Background: an optimization exercise with open tools, aiming at small area and few clock cycles. Do not read the settings as production practice. Where RTL was checked, it was by simulation tests only, not by an equivalence proof against the original. For run 2, only the layout was checked, not whether the RTL still works. Power figures rest on the tool's default switching activity, not on a simulated workload.

[config.mk]
export PLATFORM = sky130hd
export DESIGN_NAME = servo_led_command_parser_top
export DESIGN_NICKNAME = servo_led_command_parser_top
export VERILOG_FILES = /design/flow/design.v
export SDC_FILE = /design/flow/constraint.sdc
export NUM_CORES = 4
export LEC_CHECK = 0
export ABC_AREA = 0
export CAP_MARGIN = 20
export CORE_MARGIN = 2
export CORE_UTILIZATION = 40
export CTS_BUF_LIST = sky130_fd_sc_hd__clkbuf_8
export SLEW_MARGIN = 20
[constraint.sdc]
create_clock -name core_clock -period 6.0 [get_ports {clk}]
set_input_delay 1.2000 -clock core_clock [delete_from_list [all_inputs] [get_ports {clk}]]
set_output_delay 1.2000 -clock core_clock [all_outputs]
set_load 0.01 [all_outputs]
[design.v]
`timescale 1ns / 1ps
package slcp_pkg;
  localparam logic [15:0] IDLE_TIMEOUT_RST = 16'd100;
  localparam logic [15:0] PULSE_MIN_RST    = 16'd700;
  localparam logic [15:0] PULSE_MAX_RST    = 16'd2300;
  localparam logic [15:0] STOP_PULSE_RST   = 16'd1500;
  localparam logic [1:0] ACT_PULSE  = 2'd0;
  localparam logic [1:0] ACT_COLOUR = 2'd1;
  localparam logic [1:0] ACT_SHOW   = 2'd2;
  localparam logic [1:0] ACT_STOP   = 2'd3;
  localparam logic [4:0] C_WS    = 5'h10;
  localparam logic [4:0] C_PLUS  = 5'h11;
  localparam logic [4:0] C_MINUS = 5'h12;
  localparam logic [4:0] C_X     = 5'h13;
  localparam logic [4:0] C_S     = 5'h14;
  localparam logic [4:0] C_L     = 5'h15;
  localparam logic [4:0] C_COMMA = 5'h16;
  localparam logic [4:0] C_CLOSE = 5'h17;
  localparam logic [4:0] C_OTHER = 5'h18;
  localparam logic [4:0] C_TICK  = 5'h19;
  typedef struct packed {
    logic [15:0] idle_timeout_ms;
    logic [15:0] pulse_min_us;
    logic [15:0] pulse_max_us;
    logic [15:0] stop_pulse_us;
  } cfg_t;
endpackage
`timescale 1ns / 1ps
module slcp_cfg_regs (
  input  logic               clk,
  input  logic               rst_n,
  input  logic               cfg_we,
  input  logic [1:0]         cfg_index,
  input  logic [15:0]        cfg_wdata,
  output slcp_pkg::cfg_t     cfg
);
  slcp_pkg::cfg_t cfg_r;
  logic [15:0] wd_z, wd_o;
  assign wd_z = cfg_wdata & {16{rst_n}};
  assign wd_o = cfg_wdata | {16{!rst_n}};
  function automatic logic [15:0] rst_sel(input logic [15:0] rv, input logic [15:0] z,
                                          input logic [15:0] o);
    for (int i = 0; i < 16; i++) rst_sel[i] = rv[i] ? o[i] : z[i];
  endfunction
  always_ff @(posedge clk) begin
    if (!rst_n || (cfg_we && cfg_index == 2'd0))
      cfg_r.idle_timeout_ms <= rst_sel(slcp_pkg::IDLE_TIMEOUT_RST, wd_z, wd_o);
    if (!rst_n || (cfg_we && cfg_index == 2'd1))
      cfg_r.pulse_min_us    <= rst_sel(slcp_pkg::PULSE_MIN_RST, wd_z, wd_o);
    if (!rst_n || (cfg_we && cfg_index == 2'd2))
      cfg_r.pulse_max_us    <= rst_sel(slcp_pkg::PULSE_MAX_RST, wd_z, wd_o);
    if (!rst_n || (cfg_we && cfg_index == 2'd3))
      cfg_r.stop_pulse_us   <= rst_sel(slcp_pkg::STOP_PULSE_RST, wd_z, wd_o);
  end
  assign cfg = cfg_r;
endmodule
`timescale 1ns / 1ps
module slcp_parser (
  input  logic            clk,
  input  logic            rst_n,
  input  logic            in_valid,
  output logic            in_ready,
  input  logic            in_kind,
  input  logic [7:0]      in_byte,
  input  slcp_pkg::cfg_t  cfg,
  input  logic            out_v,         
  input  logic            out_mag,       
  input  logic            out_stop,      
  input  logic            out_show,      
  input  logic            out_ready,
  output logic            push,
  output logic [1:0]      push_action,
  output logic [2:0]      push_channel,
  output logic            push_show,     
  output logic            push_zero,     
  output logic [23:0]     colour         
);
  localparam logic [1:0] MODE_NONE  = 2'd0;
  localparam logic [1:0] MODE_SERVO = 2'd1;
  localparam logic [1:0] MODE_LED   = 2'd2;
  localparam logic [2:0] PH_SPACE  = 3'd0;
  localparam logic [2:0] PH_SIGN   = 3'd1;
  localparam logic [2:0] PH_ZERO   = 3'd2;
  localparam logic [2:0] PH_PREFIX = 3'd3;
  localparam logic [2:0] PH_DIGITS = 3'd4;
  localparam logic [2:0] PH_DONE_V = 3'd5;    
  localparam logic [2:0] PH_DONE_Z = 3'd6;    
  logic       v0_r, v1_r;
  logic [4:0] e0_r, e1_r;
  logic [4:0] cls;
  logic [1:0]  mode_r;
  logic [2:0]  phase_r;
  logic [2:0]  idx_r;
  logic        neg_r, zf;
  assign zf = !(phase_r == PH_DIGITS || phase_r == PH_DONE_V);
  logic [23:0] lo_r;
  logic        unz_r, u3_r, tnz_r;
  logic [15:0] idle_r;
  logic [1:0]  mode_n;
  logic [2:0]  phase_n;
  logic [2:0]  idx_n;
  logic        neg_n;
  logic [23:0] lo_n;
  logic        unz_n, u3_n, tnz_n;
  logic        is_led, is_servo, is_tick, is_dig, dok, is_term, is_close;
  logic [3:0]  dval;
  logic [19:0] s_acc;
  logic [15:0] idle_inc, lo_b;
  logic        stop_fire, servo_ok, fin_ok, produces, sens;
  logic        process, process_st, load;
  logic        acc, wr_neg, wr_mag;
  logic        slot_free, slot_free_st, mag_free, mag_free_st;
  always_comb begin
    if (in_kind) cls = slcp_pkg::C_TICK;
    else if (in_byte >= 8'h30 && in_byte <= 8'h39) cls = {1'b0, in_byte[3:0]};
    else if ((in_byte >= 8'h61 && in_byte <= 8'h66) || (in_byte >= 8'h41 && in_byte <= 8'h46))
      cls = {1'b0, 4'(in_byte[2:0] + 3'd1) + 4'd8};
    else if (in_byte == 8'h2C) cls = slcp_pkg::C_COMMA;
    else if (in_byte == 8'h3B || in_byte == 8'h0A) cls = slcp_pkg::C_CLOSE;
    else if (in_byte == 8'h20 || (in_byte >= 8'h09 && in_byte <= 8'h0D)) cls = slcp_pkg::C_WS;
    else if (in_byte == 8'h2B) cls = slcp_pkg::C_PLUS;
    else if (in_byte == 8'h2D) cls = slcp_pkg::C_MINUS;
    else if (in_byte == 8'h78 || in_byte == 8'h58) cls = slcp_pkg::C_X;
    else if (in_byte == 8'h73) cls = slcp_pkg::C_S;
    else if (in_byte == 8'h6C) cls = slcp_pkg::C_L;
    else cls = slcp_pkg::C_OTHER;
  end
  assign is_led   = (mode_r == MODE_LED);
  assign is_servo = (mode_r == MODE_SERVO);
  assign is_tick  = (e0_r == slcp_pkg::C_TICK);
  assign is_dig   = !e0_r[4];
  assign dval     = e0_r[3:0];
  assign dok      = is_dig && (is_led || dval <= 4'd9);
  assign is_close = (e0_r == slcp_pkg::C_CLOSE);
  assign is_term  = (mode_r != MODE_NONE) && (is_close || e0_r == slcp_pkg::C_COMMA);
  logic [16:0] ic;
  always_comb begin
    ic[0] = 1'b1;
    for (int i = 0; i < 16; i++) begin
      idle_inc[i] = idle_r[i] ^ ic[i];
      ic[i+1]     = idle_r[i] & ic[i];
    end
  end
  logic [16:0] g_idle, g_min, g_max;
  always_comb begin
    g_idle[0] = 1'b1;
    g_min[0]  = 1'b1;
    g_max[0]  = 1'b1;
    for (int i = 0; i < 16; i++) begin
      g_idle[i+1] = (idle_r[i] & !cfg.idle_timeout_ms[i]) | (idle_r[i] & g_idle[i]) |
                    (!cfg.idle_timeout_ms[i] & g_idle[i]);
      g_min[i+1]  = (lo_r[i] & !cfg.pulse_min_us[i]) | (lo_r[i] & g_min[i]) |
                    (!cfg.pulse_min_us[i] & g_min[i]);
      g_max[i+1]  = (cfg.pulse_max_us[i] & !lo_r[i]) | (cfg.pulse_max_us[i] & g_max[i]) |
                    (!lo_r[i] & g_max[i]);
    end
  end
  assign stop_fire = g_idle[16] && !(&cfg.idle_timeout_ms);
  assign servo_ok = is_servo && (idx_r < 3'd6) &&
                    (zf ? (cfg.pulse_min_us == 16'd0) :
                     (!tnz_r && (!neg_r || lo_r[15:0] == 16'd0) && g_min[16] && g_max[16]));
  assign fin_ok   = servo_ok || (is_led && idx_r < 3'd6);
  logic [24:0] nz;
  always_comb begin
    nz[0] = 1'b0;
    for (int i = 0; i < 24; i++) begin
      colour[i] = lo_r[i] ^ (neg_r & nz[i]);
      nz[i+1]   = nz[i] | lo_r[i];
    end
  end
  logic        s_big;
  assign lo_b  = lo_r[15:0] & {16{!zf}};
  logic [14:0] sa, sb;
  logic [8:0]  cl;
  logic [7:0]  c0, c1;
  logic [6:0]  h0, h1;
  assign sa = {lo_b[12:0], dval[2] | dval[3], dval[1] | dval[3]};
  assign sb = lo_b[14:0];
  always_comb begin
    cl[0] = dval[3];
    for (int i = 0; i < 8; i++) begin
      s_acc[i] = sa[i] ^ sb[i] ^ cl[i];
      cl[i+1]  = (sa[i] & sb[i]) | (sa[i] & cl[i]) | (sb[i] & cl[i]);
    end
    c0[0] = 1'b0;
    c1[0] = 1'b1;
    for (int i = 0; i < 7; i++) begin
      h0[i]   = sa[i+8] ^ sb[i+8] ^ c0[i];
      c0[i+1] = (sa[i+8] & sb[i+8]) | (sa[i+8] & c0[i]) | (sb[i+8] & c0[i]);
      h1[i]   = sa[i+8] ^ sb[i+8] ^ c1[i];
      c1[i+1] = (sa[i+8] & sb[i+8]) | (sa[i+8] & c1[i]) | (sb[i+8] & c1[i]);
    end
    s_acc[14:8] = cl[8] ? h1 : h0;
    s_acc[19:15] = 5'd0;
  end
  assign s_big = (lo_b > 16'd6553) || (lo_b == 16'd6553 && dval > 4'd5);
  always_comb begin
    mode_n  = mode_r;
    phase_n = phase_r;
    idx_n   = idx_r;
    neg_n   = neg_r;
    acc     = 1'b0;
    wr_neg  = 1'b0;
    if (is_tick) begin
    end else if (mode_r == MODE_NONE) begin
      if (e0_r == slcp_pkg::C_S || e0_r == slcp_pkg::C_L) begin
        mode_n  = (e0_r == slcp_pkg::C_S) ? MODE_SERVO : MODE_LED;
        idx_n   = 3'd0;
        phase_n = PH_SPACE;
      end
    end else if (is_term) begin
      phase_n = PH_SPACE;
      if (is_close) begin
        mode_n = MODE_NONE;
        idx_n  = 3'd0;
      end else if (idx_r != 3'd7) begin
        idx_n = idx_r + 3'd1;
      end
    end else begin
      case (phase_r)
        PH_SPACE, PH_SIGN: begin
          if (phase_r == PH_SPACE) begin
            wr_neg = (e0_r != slcp_pkg::C_WS);
            neg_n  = (e0_r == slcp_pkg::C_MINUS);
          end
          if (phase_r == PH_SPACE && e0_r == slcp_pkg::C_WS) begin
            phase_n = PH_SPACE;
          end else if (phase_r == PH_SPACE &&
                       (e0_r == slcp_pkg::C_PLUS || e0_r == slcp_pkg::C_MINUS)) begin
            phase_n = PH_SIGN;
          end else if (!dok) begin
            phase_n = PH_DONE_Z;
          end else if (is_led && dval == 4'd0) begin
            phase_n = PH_ZERO;
          end else begin
            acc     = 1'b1;
            phase_n = PH_DIGITS;
          end
        end
        PH_ZERO: begin
          if (e0_r == slcp_pkg::C_X) begin
            phase_n = PH_PREFIX;
          end else if (!dok) begin
            phase_n = PH_DONE_Z;
          end else begin
            acc     = 1'b1;
            phase_n = PH_DIGITS;
          end
        end
        PH_PREFIX, PH_DIGITS: begin
          if (!dok) begin
            phase_n = (phase_r == PH_DIGITS) ? PH_DONE_V : PH_DONE_Z;
          end else begin
            acc     = 1'b1;
            phase_n = PH_DIGITS;
          end
        end
        default: ;
      endcase
    end
  end
  always_comb begin
    lo_n  = lo_r;
    unz_n = unz_r;
    u3_n  = u3_r;
    tnz_n = tnz_r;
    if (is_led) begin
      if ((tnz_r || u3_r) && !zf) begin
        lo_n  = {24{!neg_r}};
        tnz_n = 1'b1;
      end else begin
        lo_n  = {lo_r[19:0] & {20{!zf}}, dval};
        unz_n = (lo_r[23:20] != 4'd0) && !zf;
        u3_n  = lo_r[23] && !zf;
        tnz_n = unz_r && !zf;
      end
    end else begin
      if (tnz_r && !zf) begin
        lo_n = lo_r;
      end else begin
        tnz_n = s_big;
        lo_n  = {8'd0, s_acc[14:0], dval[0]};
      end
    end
  end
  assign produces = is_tick ? stop_fire : (is_term && (fin_ok || (is_led && is_close)));
  assign sens     = is_tick || (is_term && is_servo);    
  assign wr_mag   = acc || wr_neg;
  assign slot_free    = !out_v || (out_ready && !out_show);
  assign slot_free_st = !out_v;
  assign mag_free     = !out_mag || out_ready;
  assign mag_free_st  = !out_mag;
  assign process    = v0_r && (!produces || slot_free) && (!wr_mag || mag_free);
  assign process_st = v0_r && (!produces || slot_free_st) && (!wr_mag || mag_free_st);
  assign in_ready   = !out_stop && !(v0_r && is_tick && stop_fire) &&
                      (!v0_r || (!v1_r && (process_st || !sens)));
  assign load       = in_valid && in_ready;
  assign push         = process && produces;
  assign push_action  = is_tick ? slcp_pkg::ACT_STOP :
                        !fin_ok ? slcp_pkg::ACT_SHOW :
                        is_led  ? slcp_pkg::ACT_COLOUR : slcp_pkg::ACT_PULSE;
  assign push_channel = (is_tick || !fin_ok) ? 3'd0 : idx_r;
  assign push_show    = !is_tick && fin_ok && is_led && is_close;
  assign push_zero    = zf;
  always_ff @(posedge clk) begin
    if (!rst_n) begin
      v0_r <= 1'b0;
      v1_r <= 1'b0;
    end else begin
      v0_r <= (v0_r && !process) || v1_r || load;
      v1_r <= v0_r && !process && (v1_r || load);
    end
  end
  always_ff @(posedge clk) begin
    if (load) e1_r <= cls;
    if (!v0_r || process) e0_r <= v1_r ? e1_r : cls;
  end
  always_ff @(posedge clk) begin
    if (!rst_n) begin
      mode_r <= MODE_NONE;
    end else if (process) begin
      mode_r <= mode_n;
    end
  end
  logic idle_clr, idle_adv;
  assign idle_clr = process && (is_tick ? stop_fire : (is_term && servo_ok));
  assign idle_adv = process && is_tick && !ic[16];
  always_ff @(posedge clk) begin
    if (!rst_n || idle_clr) begin
      idle_r <= 16'd0;
    end else if (idle_adv) begin
      idle_r <= idle_inc;
    end
  end
  always_ff @(posedge clk) begin
    if (process) begin
      phase_r <= phase_n;
      idx_r   <= idx_n;
    end
    if (process && wr_neg) neg_r <= neg_n;
    if (process && acc) begin
      lo_r  <= lo_n;
      unz_r <= unz_n;
      u3_r  <= u3_n;
      tnz_r <= tnz_n;
    end
  end
endmodule
`timescale 1ns / 1ps
module slcp_res_queue (
  input  logic            clk,
  input  logic            rst_n,
  input  logic            push,
  input  logic [1:0]      push_action,
  input  logic [2:0]      push_channel,
  input  logic            push_show,
  input  logic            push_zero,
  input  logic [23:0]     colour,
  input  logic [15:0]     stop_pulse,
  output logic            out_mag,
  output logic            out_stop,
  output logic            out_show,
  input  logic            out_ready,
  output logic            out_valid,
  output logic [1:0]      out_action,
  output logic [2:0]      out_channel,
  output logic [23:0]     out_payload,
  output logic            out_last
);
  logic        v_r, show_r, zero_r;
  logic [1:0]  act_r;
  logic [2:0]  ch_r;
  logic        pop;
  assign pop = v_r && out_ready;
  always_ff @(posedge clk) begin
    if (!rst_n) begin
      v_r <= 1'b0;
    end else if (push) begin
      v_r <= 1'b1;
    end else if (pop && !show_r) begin
      v_r <= 1'b0;
    end
  end
  always_ff @(posedge clk) begin
    if (push) begin
      act_r  <= push_action;
      ch_r   <= push_channel;
      show_r <= push_show;
      zero_r <= push_zero;
    end else if (pop && show_r) begin
      act_r  <= slcp_pkg::ACT_SHOW;
      ch_r   <= 3'd0;
      show_r <= 1'b0;
    end
  end
  assign out_mag  = v_r && !act_r[1] && !zero_r;
  assign out_stop = v_r && (act_r == slcp_pkg::ACT_STOP);
  assign out_show = show_r;
  assign out_valid   = v_r;
  assign out_action  = act_r;
  assign out_channel = ch_r;
  assign out_payload = (act_r == slcp_pkg::ACT_STOP) ? {8'd0, stop_pulse} :
                       (act_r[1] || zero_r) ? 24'd0 : colour;
  assign out_last    = !show_r;
endmodule
`timescale 1ns / 1ps
module servo_led_command_parser_top (
  input  logic        clk,
  input  logic        rst_n,
  input  logic        in_valid,
  output logic        in_ready,
  input  logic        in_kind,
  input  logic [7:0]  in_byte,
  output logic        out_valid,
  input  logic        out_ready,
  output logic [1:0]  out_action,
  output logic [2:0]  out_channel,
  output logic [23:0] out_payload,
  output logic        out_last,
  input  logic        cfg_we,
  input  logic [1:0]  cfg_index,
  input  logic [15:0] cfg_wdata
);
  slcp_pkg::cfg_t cfg;
  logic        out_mag, out_stop, out_show, push, push_show, push_zero;
  logic [1:0]  push_action;
  logic [2:0]  push_channel;
  logic [23:0] colour;
  slcp_cfg_regs u_cfg (
    .clk       (clk),
    .rst_n     (rst_n),
    .cfg_we    (cfg_we),
    .cfg_index (cfg_index),
    .cfg_wdata (cfg_wdata),
    .cfg       (cfg)
  );
  slcp_parser u_parser (
    .clk          (clk),
    .rst_n        (rst_n),
    .in_valid     (in_valid),
    .in_ready     (in_ready),
    .in_kind      (in_kind),
    .in_byte      (in_byte),
    .cfg          (cfg),
    .out_v        (out_valid),
    .out_mag      (out_mag),
    .out_stop     (out_stop),
    .out_show     (out_show),
    .out_ready    (out_ready),
    .push         (push),
    .push_action  (push_action),
    .push_channel (push_channel),
    .push_show    (push_show),
    .push_zero    (push_zero),
    .colour       (colour)
  );
  slcp_res_queue u_queue (
    .clk          (clk),
    .rst_n        (rst_n),
    .push         (push),
    .push_action  (push_action),
    .push_channel (push_channel),
    .push_show    (push_show),
    .push_zero    (push_zero),
    .colour       (colour),
    .stop_pulse   (cfg.stop_pulse_us),
    .out_mag      (out_mag),
    .out_stop     (out_stop),
    .out_show     (out_show),
    .out_ready    (out_ready),
    .out_valid    (out_valid),
    .out_action   (out_action),
    .out_channel  (out_channel),
    .out_payload  (out_payload),
    .out_last     (out_last)
  );
endmodule
[flow/run.sh]
#!/bin/bash
# The standard layout (standard.sh, the standard flow's own ORFS flow, synthesis unchanged),
# with plain buf_1 cells as the input and output port buffers, and clock tree
# synthesis with a clkbuf_8 root, clkbuf_4 leaves and no dummy loads.
set -euo pipefail
cd "$(dirname "$0")/.."
bash standard.sh 'BUFFER_PORTS_ARGS=-buffer_cell sky130_fd_sc_hd__buf_1' \
  'CTS_ARGS=-sink_clustering_enable -repair_clock_nets -root_buf sky130_fd_sc_hd__clkbuf_8 -buf_list sky130_fd_sc_hd__clkbuf_4 -dont_use_dummy_load' \
  finish > orfs_make.log 2>&1
[standard.sh]
#!/bin/bash
# synth_recipe.tcl (not shown) runs the flow's synth.tcl, then flattens the netlist and writes it again
# the make line also repeats each setting of config.mk as NAME=value (left out here)
make -C /OpenROAD-flow-scripts/flow DESIGN_CONFIG=/design/flow/config.mk WORK_HOME=/design/flow/orfs CLKGATE_MAP_FILE= SYNTH_SCRIPT=/design/flow/synth_recipe.tcl "${@:-finish}"
==> results of run 1 <==
## worst min-delay path by stage
stage                                     start                          endpoint  cells after the start
6_report       u_parser.idle_r[10]$_SDFFE_PP0P_  u_parser.idle_r[10]$_SDFFE_PP0P_                      1
3_5_place_dp   u_parser.idle_r[13]$_SDFFE_PP0P_  u_parser.idle_r[13]$_SDFFE_PP0P_                      1
5_1_grt         u_parser.idle_r[4]$_SDFFE_PP0P_   u_parser.idle_r[4]$_SDFFE_PP0P_                      1
4_1_cts        u_parser.idle_r[13]$_SDFFE_PP0P_  u_parser.idle_r[13]$_SDFFE_PP0P_                      1
2_1_floorplan   u_parser.idle_r[1]$_SDFFE_PP0P_   u_parser.idle_r[1]$_SDFFE_PP0P_                      1
3_3_place_gp   u_parser.idle_r[14]$_SDFFE_PP0P_  u_parser.idle_r[14]$_SDFFE_PP0P_                      1
## area by class of cell
cell class | instances | area [µm²] | area share, %
clock buffer | 17 | 134 | 1.52
multi-input combinational | 581 | 3930 | 44.6
inverter | 48 | 180 | 2.05
tap | 270 | 338 | 3.83
timing repair buffer | 79 | 357 | 4.05
sequential | 136 | 3870 | 44.0
## critical path, stage by stage (launching register included)
cell	delay [ps]
edfxtp_1	530
or2_2	360
fa_1	360
inv_1	70
fa_1	160
inv_1	50
fa_1	380
fa_1	390
fa_1	410
fa_1	410
fa_1	400
fa_1	440
nor2_1	110
a21oi_1	70
a21o_1	200
a21oi_1	210
o21bai_1	140
a21oi_1	260
nor3_1	90
nor3_1	150
a21oi_1	90
## kinds of logic after synthesis
kind of cell    synth area share, %
buf+inv                        4.20
mux                           0.816
compound gates                 17.6
simple gates                   19.0
flops                          47.7
fa+ha+maj                      7.30
xor+xnor                       3.45
## state kept, by name (all words and copies together) (netlist names)
signal            cells
u_queue.v_r           1
u_parser.phase_r      3
u_queue.zero_r        1
u_cfg.cfg_r          64
u_parser.lo_r        24
u_parser.e0_r         5
u_queue.show_r        1
u_parser.neg_r        1
u_parser.v0_r         1
u_queue.act_r         2
u_parser.u3_r         1
u_parser.idx_r        3
u_queue.ch_r          3
u_parser.mode_r       2
u_parser.e1_r         5
u_parser.v1_r         1
u_parser.tnz_r        1
u_parser.idle_r      16
u_parser.unz_r        1
## layout by cell type, fill, tap and decap left out, types with 7 or more instances in the layout
master    instances
a21oi_1          39
nand2b_1         44
clkbuf_4         16
nor3_1           16
o21ai_0          61
edfxtp_1        115
nor2_1           53
nor4_1           12
o31ai_1           8
buf_4            16
a21o_1           11
or2_2             7
a22o_1           13
buf_1            63
xor2_1           14
nand3_1          12
nand2_1          60
xnor2_1          18
a31oi_1          13
fa_1              8
inv_1            48
ha_1             29
and2_1           26
dfxtp_1          21
a211oi_1          7
maj3_1            7
nor2b_1          24
## power by group
part	internal (µW)	total, µW	switching, µW
clock	139	420	280
sequential	1070	1110	32.4
combinational	56.0	144	87.6
total	1270	1670	400
## per-layer routing
layer  GRT usage, %  routed length, µm
met1           26.8               9300
met2           29.5               8900
met3           4.00               1110
met4           3.88                175
met5              0                  0
## metrics by stage
step                std cells  hold WS, ps  utilization (%)  total power [µW]
floorplan                 800          475                -              1210
global placement         1114          500             43.2              1270
detailed placement       1114          504             43.2              1270
CTS                      1131          530             43.8              1680
global route             1131          554             43.8              1750
finish                   1131          525             43.8              1670
==> flow_summary.yaml, run 1 <==
global_routing:
  grt_usage_pct: 18.7
  grt_pass1_vias: 5927
  grt_pass1_wl_um: 31900
  grt_max_degree: 37
  gr-total-overflow: 0
  antenna_found_initial: 0
sta:
  fmax_mhz: 181
  tightest_slew_ps: 1000
  grt_setup_unrepaired: "false"
  period_share_pct: 92.2
  finalMaxSlewViolations: 0
  fin_crit_ps: 5530
  setup_slack_ps: 468
  finalSetupViolCount: 0
  skew_ps: 41.9
  max_slew_margin_pct: 32.5
  hold_violations: 0
  tns_ps: 0
critical_path:
  startpoint: "u_parser.e0_r[3]$_DFFE_PN_"
  end_kind: "flip-flop"
  rr_startpoint: "u_parser.e0_r[3]$_DFFE_PN_"
  r2r_cells: 20
  path_class: "flip-flop to flip-flop"
  r2r_slack_ps: 470
  worstSetupStartpointType: "flip-flop"
  crit_required_ps: 6160
  worstPathArrival_ps: 5690
  r2r-end: "u_parser.lo_r[15]$_DFFE_PP_"
  crit_fanout: 9
  crit_end: "u_parser.lo_r[15]$_DFFE_PP_"
cells_and_area:
  antenna_cells: 0
  nNetsFinal: 932
  finalInstanceArea_um2: 8810
  synthToLayoutAreaGrowth_pct: 8.42
  fillers: 1953
  drive_gt1_share_pct: 7.67
logic_synthesis:
  async_flop_share_pct: 0
  ys_top_cells_by_count: "edfxtp_1 (115), o21ai_0 (65), nand2_1 (60)"
  synth-seq-area-share_pct: 47.7
  syn_area_um2: 8130
  synth_top_area_cell: "edfxtp_1"
  synth-edff-count: 115
  yosysMostFrequentCell: "edfxtp_1"
  yosys_most_used_dff: "edfxtp_1"
  avgSynthCellArea_um2: 10.2
  synth-seq-cells: 136
  synth_nets: 869
  synth_top_area_share_pct: 42.5
  synthDistinctLibCells: 75
  yosysWarnings: 3
  postSynthCellCount: 800
  synthTopCellsByArea: "edfxtp_1 (43%), dfxtp_1 (5.2%), ha_1 (4.5%)"
power_and_ir_drop:
  ir_worst_vdd_mv: 0.104
  pwr_density_cell_nw_per_um2: 190
  leakage_uw: 0.00321
floorplanning:
  initial_core_util_pct: 40.4
  rows: 52
  fp.dieArea_um2: 21500
  coreArea_um2: 20100
  die-height_um: 147
  die_w_um: 147
  ios: 64
clock_tree:
  cts-resized-gates: 0
  cts_inserted_buffers: 17
  cts_tree: "yes"
  cts.sinks: 136
  cts_setup_buffers: 0
  clk_pin_slew_worst_paths_ps: 110
  cts_hold_buf: 0
  cts_buffer_depth: 2
  clk_latency_ps: 420
  h-tree-depth: 4
  cts_root_buf: "clkbuf_8"
drt:
  ant_nets: 0
  wl_um: 19500
  drt-pass1-iter-count: 7
  drc: 0
  routed_via_density: 5.48
  avgRoutedWirePerCell_um: 17.2
  drt-initial-drc-count: 426
  vias: 6195
flow_run:
  drv_cap: 0
place:
  dpl.hpwl_um: 14500
  place_congestion: 0.886
  io_buffers: 63
  postPlaceCellArea_um2: 8680
  pre_cts_ws_ps: 564
worst_hold_path:
  holdCritPathClass: "flip-flop to flip-flop"
outcome:
  status: "no timing/DRC/antenna violations"
Testbench counts, summed over its fixed seeds: cycles 87,109.
==> run 2: changes to the inputs <==
--- a/design.v
+++ b/design.v
@@ -277,8 +277,4 @@
     end else begin
-      if (tnz_r && !zf) begin
-        lo_n = lo_r;
-      end else begin
-        tnz_n = s_big;
-        lo_n  = {8'd0, s_acc[14:0], dval[0]};
-      end
+      tnz_n = (tnz_r && !zf) || s_big;
+      lo_n  = {8'd0, s_acc[14:0], dval[0]};
     end
--- a/config.mk
+++ b/config.mk
@@ -7,3 +7,3 @@
 export LEC_CHECK = 0
-export ABC_AREA = 0
+export ABC_AREA = 1
 export CAP_MARGIN = 20
==> flow_summary.yaml, run 2 <==
logic_synthesis:
  postSynthCellCount: 951
  synth_nets: 1020
  yosys_most_used_dff: "edfxtp_1"
  synthDistinctLibCells: 51
  synth_top_area_share_pct: 42.7
  synth-edff-count: 115
  synth-seq-cells: 136
  synth_top_area_cell: "edfxtp_1"
  synthTopCellsByArea: "edfxtp_1 (43%), inv_1 (8.8%), nand2_1 (8.3%)"
  syn_area_um2: 8100
  ys_top_cells_by_count: "inv_1 (190), nand2_1 (179), edfxtp_1 (115)"
  yosysMostFrequentCell: "inv_1"
  avgSynthCellArea_um2: 8.51
  yosysWarnings: 3
  async_flop_share_pct: 0
  synth-seq-area-share_pct: 47.9
floorplanning:
  die_w_um: 146
  ios: 64
  rows: 52
  initial_core_util_pct: 40.4
  die-height_um: 146
  coreArea_um2: 20000
  fp.dieArea_um2: 21400
cells_and_area:
  nNetsFinal: 1096
  antenna_cells: 0
  synthToLayoutAreaGrowth_pct: 9.06
  largestRegisters: "u_cfg.cfg_r x64, u_parser.lo_r x24, u_parser.idle_r x16"
  utilization_pct: 44.1
  largest_reg_flops: 64
  mostFrequentLayoutCells: "inv_1 (190), nand2_1 (179), edfxtp_1 (115)"
  layout_commonest_cell: "inv_1"
  regMostFlops: "u_cfg.cfg_r"
  drive_gt1_share_pct: 7.90
global_routing:
  grt_pass1_vias: 6348
  grt_pass1_wl_um: 33400
  grt_max_degree: 26
  antenna_found_initial: 0
  grt_usage_pct: 19.7
  gr-total-overflow: 0
drt:
  vias: 6681
  wl_um: 20300
  drt-initial-drc-count: 598
  routed_via_density: 5.16
  drt-pass1-iter-count: 6
  avgRoutedWirePerCell_um: 15.7
  drc: 0
  ant_nets: 0
clock_tree:
  cts_hold_buf: 0
  clk_pin_slew_worst_paths_ps: 120
  clk_latency_ps: 430
  h-tree-depth: 4
  cts_buffer_depth: 2
  cts_tree: "yes"
  cts.sinks: 136
  cts_inserted_buffers: 17
  cts_root_buf: "clkbuf_8"
critical_path:
  worstSetupStartpointType: "flip-flop"
  rr_startpoint: "u_parser.phase_r[2]$_SDFFCE_PN0P_"
  path_common_cell: "nor2_1"
  r2r-end: "u_parser.lo_r[15]$_DFFE_PN_"
  worstPathArrival_ps: 5780
  startpoint: "u_parser.phase_r[2]$_SDFFCE_PN0P_"
  crit_fanout: 7
  r2r_slack_ps: 360
  path_class: "flip-flop to flip-flop"
  crit_required_ps: 6140
  slowest_stage: "fa_1"
  cp_slowest_stage_delay_ps: 410
  r2r_cells: 29
  end_kind: "flip-flop"
sta:
  period_share_pct: 94.0
  max_slew_margin_pct: 33.4
  tightest_slew_ps: 991
  grt_setup_unrepaired: "false"
  finalSetupViolCount: 0
  skew_ps: 52.2
  hold_violations: 0
  hold_ws_ps: 503
  fmax_mhz: 177
  tns_ps: 0
  finalMaxSlewViolations: 0
  fin_crit_ps: 5640
power_and_ir_drop:
  ir_worst_vdd_mv: 0.127
  p_clk_share_pct: 24.2
  power.net_switching_uw: 459
  p_sw_share_pct: 26.2
  p_int_uw: 1290
  power_frac_seq_pct: 64.0
  fin_total_pwr_uw: 1750
  combPwrFrac_pct: 11.8
  pwr_density_cell_nw_per_um2: 198
  leakage_uw: 0.00386
worst_hold_path:
  hp-start: "u_parser.idle_r[15]$_SDFFE_PP0P_"
  min_delay_worst_endpoint: "u_parser.idle_r[15]$_SDFFE_PP0P_"
  holdCritPathClass: "flip-flop to flip-flop"
  hold_depth: 2
place:
  io_buffers: 63
  place_congestion: 0.936
  dpl.hpwl_um: 15300
flow_run:
  drv_cap: 0
outcome:
  status: "no timing/DRC/antenna violations"
## run 2: cell types whose count changed in the layout (fill, tap and decap cells not counted), sizes merged, moves of 26 or more
| cell | before | now |
|---|---|---|
| nand2 | 62 | 189 |
| inv | 48 | 194 |
| nor2 | 53 | 94 |
| o22ai | 1 | 28 |
| and2 | 26 | 0 |
| nand2b | 44 | 0 |
## run 2: worst max-delay path: cells and delay by family (launching register included)
kind	cells	cell delay [ps]
AND/OR/NAND/NOR	10	960
adder cells (fa/ha/maj)	8	2960
AO/OA/AOI/OAI	3	360
XOR/XNOR	1	160
flip-flops	1	400
buffers and inverters	7	530
## run 2: area by class of cell
type	count	area, µm²
Inverter	197	743
Sequential cell	136	3870
Clock buffer	17	134
Fill cell	2097	11200
Tap cell	270	338
Timing Repair Buffer	75	327
Multi-Input combinational cell	600	3410
## run 2: logic make-up (layout without fill, tap and decap cells)
group	count (synthesis)	after routing	share of synthesized area (%)
AO/OA/AOI/OAI	192	192	14.7
XOR/XNOR	10	10	1.08
adder cells (fa/ha/maj)	37	37	6.46
buffers and inverters	215	289	10.2
flip-flops	136	136	47.9
AND/OR/NAND/NOR	361	361	19.7
## run 2: routing by layer
layer	routed length, µm	GRT usage [%]
met4	158	3.50
met2	9190	30.9
met3	1240	3.94
met5	0	0
met1	9720	28.6
## run 2: power groups by stage
stage	sequential (µW)	clock, µW	combinational (µW)
6_report	1120	424	206
5_1_grt	1130	475	236
4_1_cts	1120	437	206
3_5_place_dp	1140	0	205
3_3_place_gp	1140	0	205
2_1_floorplan	1130	0	144
## run 2: how the worst max path moves through the flow
stage,end,depth (start not counted),slack (ps)
final,u_parser.lo_r[15]$_DFFE_PN_,29,360
after global routing,u_parser.lo_r[15]$_DFFE_PN_,29,9
after CTS,u_parser.lo_r[15]$_DFFE_PN_,29,260
after detailed placement,u_parser.lo_r[15]$_DFFE_PN_,29,290
after global placement,u_parser.lo_r[15]$_DFFE_PN_,29,350
after floorplan,u_parser.lo_r[15]$_DFFE_PN_,30,330
## run 2: stage by stage
stage	std cells	instance area (µm²)	setup WS, ps
after global placement	1276	8680	354
after global routing	1295	8830	9.04
after detailed placement	1276	8680	288
after CTS	1293	8810	257
after floorplan	951	8100	326
final	1295	8830	362
## run 2: timing repair
item,4_1_cts,5_1_grt
resized for setup,0,2
buffers inserted,0,2
endpoints found under the setup margin,0,1
==> run 3: changes to the inputs <==
--- a/design.v
+++ b/design.v
@@ -10,12 +10,12 @@
   localparam logic [1:0] ACT_STOP   = 2'd3;
-  localparam logic [4:0] C_WS    = 5'h10;
-  localparam logic [4:0] C_PLUS  = 5'h11;
-  localparam logic [4:0] C_MINUS = 5'h12;
-  localparam logic [4:0] C_X     = 5'h13;
-  localparam logic [4:0] C_S     = 5'h14;
-  localparam logic [4:0] C_L     = 5'h15;
-  localparam logic [4:0] C_COMMA = 5'h16;
-  localparam logic [4:0] C_CLOSE = 5'h17;
-  localparam logic [4:0] C_OTHER = 5'h18;
-  localparam logic [4:0] C_TICK  = 5'h19;
+  localparam logic [4:0] C_OTHER = 5'h10;
+  localparam logic [4:0] C_WS    = 5'h11;
+  localparam logic [4:0] C_PLUS  = 5'h12;
+  localparam logic [4:0] C_MINUS = 5'h13;
+  localparam logic [4:0] C_X     = 5'h14;
+  localparam logic [4:0] C_S     = 5'h15;
+  localparam logic [4:0] C_L     = 5'h16;
+  localparam logic [4:0] C_COMMA = 5'h17;
+  localparam logic [4:0] C_TICK  = 5'h18;
+  localparam logic [4:0] C_CLOSE = 5'h19;
   typedef struct packed {
@@ -108,3 +108,3 @@
   logic [15:0] idle_inc, lo_b;
-  logic        stop_fire, servo_ok, fin_ok, produces, sens;
+  logic        stop_fire, idx_ok, servo_ok, fin_ok, produces, sens;
   logic        process, process_st, load;
@@ -112,16 +112,35 @@
   logic        slot_free, slot_free_st, mag_free, mag_free_st;
+  logic [3:0] bh, bl;
+  logic       bh_0, bh_2, bh_3, bh_4, bh_5, bh_6, bh_7;
+  logic       c_dec, c_hex, c_ws, c_plus, c_minus, c_comma, c_close, c_x, c_s, c_l;
+  logic [3:0] c_nd;
+  assign bh = in_byte[7:4];
+  assign bl = in_byte[3:0];
+  assign bh_0 = (bh == 4'h0);
+  assign bh_2 = (bh == 4'h2);
+  assign bh_3 = (bh == 4'h3);
+  assign bh_4 = (bh == 4'h4);
+  assign bh_5 = (bh == 4'h5);
+  assign bh_6 = (bh == 4'h6);
+  assign bh_7 = (bh == 4'h7);
+  assign c_dec   = bh_3 && (!bl[3] || !(bl[2] || bl[1]));                   
+  assign c_hex   = (bh_4 || bh_6) && !bl[3] && (bl[2:0] != 3'd0) && (bl[2:0] != 3'd7);
+  assign c_ws    = (bh_2 && bl == 4'h0) ||
+                   (bh_0 && (bl == 4'h9 || bl == 4'hB || bl == 4'hC || bl == 4'hD));
+  assign c_plus  = bh_2 && bl == 4'hB;
+  assign c_minus = bh_2 && bl == 4'hD;
+  assign c_comma = bh_2 && bl == 4'hC;
+  assign c_close = (bh_3 && bl == 4'hB) || (bh_0 && bl == 4'hA);                
+  assign c_x     = (bh_5 || bh_7) && bl == 4'h8;
+  assign c_s     = bh_7 && bl == 4'h3;
+  assign c_l     = bh_6 && bl == 4'hC;
+  assign c_nd[0] = c_ws | c_minus | c_s | c_comma | c_close;
+  assign c_nd[1] = c_plus | c_minus | c_l | c_comma;
+  assign c_nd[2] = c_x | c_s | c_l | c_comma;
+  assign c_nd[3] = c_close;
   always_comb begin
-    if (in_kind) cls = slcp_pkg::C_TICK;
-    else if (in_byte >= 8'h30 && in_byte <= 8'h39) cls = {1'b0, in_byte[3:0]};
-    else if ((in_byte >= 8'h61 && in_byte <= 8'h66) || (in_byte >= 8'h41 && in_byte <= 8'h46))
-      cls = {1'b0, 4'(in_byte[2:0] + 3'd1) + 4'd8};
-    else if (in_byte == 8'h2C) cls = slcp_pkg::C_COMMA;
-    else if (in_byte == 8'h3B || in_byte == 8'h0A) cls = slcp_pkg::C_CLOSE;
-    else if (in_byte == 8'h20 || (in_byte >= 8'h09 && in_byte <= 8'h0D)) cls = slcp_pkg::C_WS;
-    else if (in_byte == 8'h2B) cls = slcp_pkg::C_PLUS;
-    else if (in_byte == 8'h2D) cls = slcp_pkg::C_MINUS;
-    else if (in_byte == 8'h78 || in_byte == 8'h58) cls = slcp_pkg::C_X;
-    else if (in_byte == 8'h73) cls = slcp_pkg::C_S;
-    else if (in_byte == 8'h6C) cls = slcp_pkg::C_L;
-    else cls = slcp_pkg::C_OTHER;
+    if (in_kind)    cls = slcp_pkg::C_TICK;
+    else if (c_dec) cls = {1'b0, bl};
+    else if (c_hex) cls = {2'b01, bl[2] ^ (bl[1] & bl[0]), bl[1] ^ bl[0], !bl[0]};
+    else            cls = {1'b1, c_nd};
   end
@@ -132,3 +151,3 @@
   assign dval     = e0_r[3:0];
-  assign dok      = is_dig && (is_led || dval <= 4'd9);
+  assign dok      = is_dig && (is_led || !dval[3] || !(dval[2] || dval[1]));
   assign is_close = (e0_r == slcp_pkg::C_CLOSE);
@@ -158,6 +177,7 @@
   assign stop_fire = g_idle[16] && !(&cfg.idle_timeout_ms);
-  assign servo_ok = is_servo && (idx_r < 3'd6) &&
+  assign idx_ok   = !(idx_r[2] && idx_r[1]);                            
+  assign servo_ok = is_servo && idx_ok &&
                     (zf ? (cfg.pulse_min_us == 16'd0) :
                      (!tnz_r && (!neg_r || lo_r[15:0] == 16'd0) && g_min[16] && g_max[16]));
-  assign fin_ok   = servo_ok || (is_led && idx_r < 3'd6);
+  assign fin_ok   = servo_ok || (is_led && idx_ok);
   logic [24:0] nz;
@@ -195,3 +215,11 @@
   end
-  assign s_big = (lo_b > 16'd6553) || (lo_b == 16'd6553 && dval > 4'd5);
+  localparam logic [16:0] BIG_AT = {16'd6553, 1'b0};
+  logic [16:0] bx;
+  logic [17:0] bg;
+  assign bx = {lo_b, dval[3] | (dval[2] & dval[1])};
+  always_comb begin
+    bg[0] = 1'b0;
+    for (int i = 0; i < 17; i++) bg[i+1] = BIG_AT[i] ? (bx[i] & bg[i]) : (bx[i] | bg[i]);
+  end
+  assign s_big = bg[17];
   always_comb begin
@@ -216,3 +244,3 @@
       end else if (idx_r != 3'd7) begin
-        idx_n = idx_r + 3'd1;
+        idx_n = {idx_r[2] ^ (idx_r[1] & idx_r[0]), idx_r[1] ^ idx_r[0], !idx_r[0]};
       end
@@ -277,4 +305,8 @@
     end else begin
-      tnz_n = (tnz_r && !zf) || s_big;
-      lo_n  = {8'd0, s_acc[14:0], dval[0]};
+      if (tnz_r && !zf) begin
+        lo_n = lo_r;
+      end else begin
+        tnz_n = s_big;
+        lo_n  = {8'd0, s_acc[14:0], dval[0]};
+      end
     end
==> flow_summary.yaml, run 3 <==
cells_and_area:
  largestRegisters: "u_cfg.cfg_r x64, u_parser.lo_r x24, u_parser.idle_r x16"
  antenna_cells: 0
  mostFrequentLayoutCells: "inv_1 (186), nand2_1 (172), edfxtp_1 (115)"
  regMostFlops: "u_cfg.cfg_r"
  utilization_pct: 44.8
  largest_reg_flops: 64
  synthToLayoutAreaGrowth_pct: 8.98
  nNetsFinal: 1090
  fillers: 1997
  layout_commonest_cell: "inv_1"
  stdcell_count: 1284
  drive_gt1_share_pct: 8.05
clock_tree:
  h-tree-depth: 4
  cts_tree: "yes"
  clk_latency_ps: 440
  cts_hold_buf: 0
  cts_root_buf: "clkbuf_8"
  clk_pin_slew_worst_paths_ps: 100
  cts_inserted_buffers: 17
  cts_buffer_depth: 2
  cts.sinks: 136
global_routing:
  grt_pass1_vias: 6289
  grt_max_degree: 26
  grt_usage_pct: 19.5
  antenna_found_initial: 0
  gr-total-overflow: 0
  grt_pass1_wl_um: 32600
place:
  placedCellCount: 1266
  place_congestion: 0.879
  io_buffers: 63
  dpl.hpwl_um: 15200
drt:
  avgRoutedWirePerCell_um: 15.9
  drc: 0
  ant_nets: 0
  drt-pass1-iter-count: 5
  vias: 6576
  routed_via_density: 5.12
  wl_um: 20400
  drt-initial-drc-count: 567
floorplanning:
  die-height_um: 146
  coreArea_um2: 19600
  die_w_um: 146
  initial_core_util_pct: 41.1
  fp.dieArea_um2: 21300
  rows: 51
  ios: 64
power_and_ir_drop:
  leakage_uw: 0.00387
  fin_total_pwr_uw: 1770
  ir_worst_vdd_mv: 0.127
  combPwrFrac_pct: 12.3
  pwr_density_cell_nw_per_um2: 201
  p_int_uw: 1300
  p_sw_share_pct: 26.5
  power.net_switching_uw: 470
  power_frac_seq_pct: 63.5
  p_clk_share_pct: 24.3
sta:
  finalMaxSlewViolations: 0
  skew_ps: 41.1
  finalSetupViolCount: 0
  max_slew_margin_pct: 45.0
  period_share_pct: 93.6
  hold_ws_ps: 499
  fin_crit_ps: 5610
  tightest_slew_ps: 823
  fmax_mhz: 178
  hold_violations: 0
critical_path:
  r2r_slack_ps: 390
  worstSetupStartpointType: "flip-flop"
  crit_fanout: 6
  crit_required_ps: 6140
  path_class: "flip-flop to flip-flop"
  worstPathArrival_ps: 5750
  end_kind: "flip-flop"
logic_synthesis:
  synthTopCellsByArea: "edfxtp_1 (43%), inv_1 (8.7%), nand2_1 (8.0%)"
  ys_top_cells_by_count: "inv_1 (187), nand2_1 (172), edfxtp_1 (115)"
  synth_top_area_share_pct: 42.9
  synth-seq-cells: 136
  yosys_most_used_dff: "edfxtp_1"
  async_flop_share_pct: 0
  avgSynthCellArea_um2: 8.51
  synth_top_area_cell: "edfxtp_1"
  synthDistinctLibCells: 48
  synth-edff-count: 115
  yosysMostFrequentCell: "inv_1"
  synth-seq-area-share_pct: 48.1
  yosysWarnings: 3
  syn_area_um2: 8060
  synth_nets: 1016
  postSynthCellCount: 947
outcome:
  status: "no timing/DRC/antenna violations"
flow_run:
  drv_cap: 0
worst_hold_path:
  holdCritPathClass: "flip-flop to flip-flop"
[run 3: power by group through the flow]
stage,clock (µW),sequential (µW),combinational (µW)
6_report,429,1120,217
4_1_cts,441,1120,215
2_1_floorplan,0,1130,153
3_5_place_dp,0,1140,214
5_1_grt,477,1130,247
3_3_place_gp,0,1140,212
[run 3: metrics by stage]
stage | worst slack [ps] | TNS [ps] | area, µm²
global placement | 426 | 0 | 8630
CTS | 326 | 0 | 8760
floorplan | 371 | 0 | 8060
detailed placement | 322 | 0 | 8630
global route | -33.3 | -33.3 | 8780
finish | 386 | 0 | 8780
[run 3: layout make-up]
| cell class | count | area, µm² | area share (%) |
|---|---|---|---|
| Sequential cell | 136 | 3870 | 44.1 |
| Multi-Input combinational cell | 598 | 3390 | 38.6 |
| Tap cell | 265 | 332 | 3.78 |
| Timing Repair Buffer | 74 | 323 | 3.68 |
| Inverter | 194 | 732 | 8.34 |
| Clock buffer | 17 | 134 | 1.52 |
[run 3: repair_timing]
action                     4_1_cts  5_1_grt
buffers inserted                 0        1
setup endpoints to repair        0        1
resized for setup                0        6
[run 3: kinds of logic after synthesis]
logic type,Yosys count,synth area share [%]
xor gates and xnor gates,8,0.870
adders and majority gates,37,6.49
DFF,136,48.1
buffers and inverters,213,10.2
and+or+nand+nor,353,19.0
AOI/OAI and AO/OA,200,15.4
[run 3: path summary, 6_finish.rpt]
path,startpoint,endpoint,cells after the start
setup / recovery,u_parser.e0_r[1]$_DFFE_PN_,u_parser.lo_r[15]$_DFFE_PP_,27
hold / removal,u_parser.idle_r[1]$_SDFFE_PP0P_,u_parser.idle_r[1]$_SDFFE_PP0P_,2
setup reg to reg,u_parser.e0_r[1]$_DFFE_PN_,u_parser.lo_r[15]$_DFFE_PP_,27
hold reg to reg,u_parser.idle_r[1]$_SDFFE_PP0P_,u_parser.idle_r[1]$_SDFFE_PP0P_,2
[run 3: worst max-delay path: stages, from the launching register on]
cell	delay, ps
edfxtp_1	460
or2_2	330
fa_1	390
inv_1	80
fa_1	170
inv_1	50
fa_1	380
fa_1	390
fa_1	410
fa_1	400
fa_1	420
fa_2	380
inv_1	80
nand2_1	50
o21ai_1	120
inv_1	60
nor2_1	130
nor2_2	60
a21oi_1	150
nor2_2	70
a21oi_1	110
nor2_1	70
a21oi_1	110
nor2_1	50
inv_1	80
a21oi_1	80
xnor2_1	130
o221ai_1	110
[run 3: routing by layer]
| metal | vias to the layer above | part of all wire (%) | GRT usage, % |
|---|---|---|---|
| met1 | 3097 | 47 | 26.4 |
| met4 | 0 | 1.0 | 4.66 |
| li1 | 3304 | - | - |
| met3 | 18 | 4.5 | 3.35 |
| met5 | - | 0 | 0 |
| met2 | 157 | 48 | 32.5 |
Testbench counts of run 3, summed over its fixed seeds: cycles 87,109.

==> separate check: timing with driven ports <==
The flow's constraints put no driver on any port. The routed layouts listed below were extracted and timed again, unchanged, in two steps. Step 1 sets driving cells, clkbuf_16 on the clock port and buf_2 on the other inputs (assumed; they add their load-dependent delay and slew). Step 2 times the ports against the registers' clock, not the clock port: input delays grow and output delays shrink by t, the midpoint of the rising clock arrivals with the driver on. a / b / c = ideal ports / drivers / drivers and shift; a / b = the first two.
run | t, ns | setup slack, ns | clock arrival spread, ns
run 1 | 0.435 | 0.468 / 0.468 / 0.468 | 0.042 / 0.041
run 2 | 0.438 | 0.362 / 0.362 / 0.362 | 0.052 / 0.052
run 3 | 0.461 | 0.386 / 0.386 / 0.386 | 0.041 / 0.041
After both steps setup and hold are still met in every run listed.
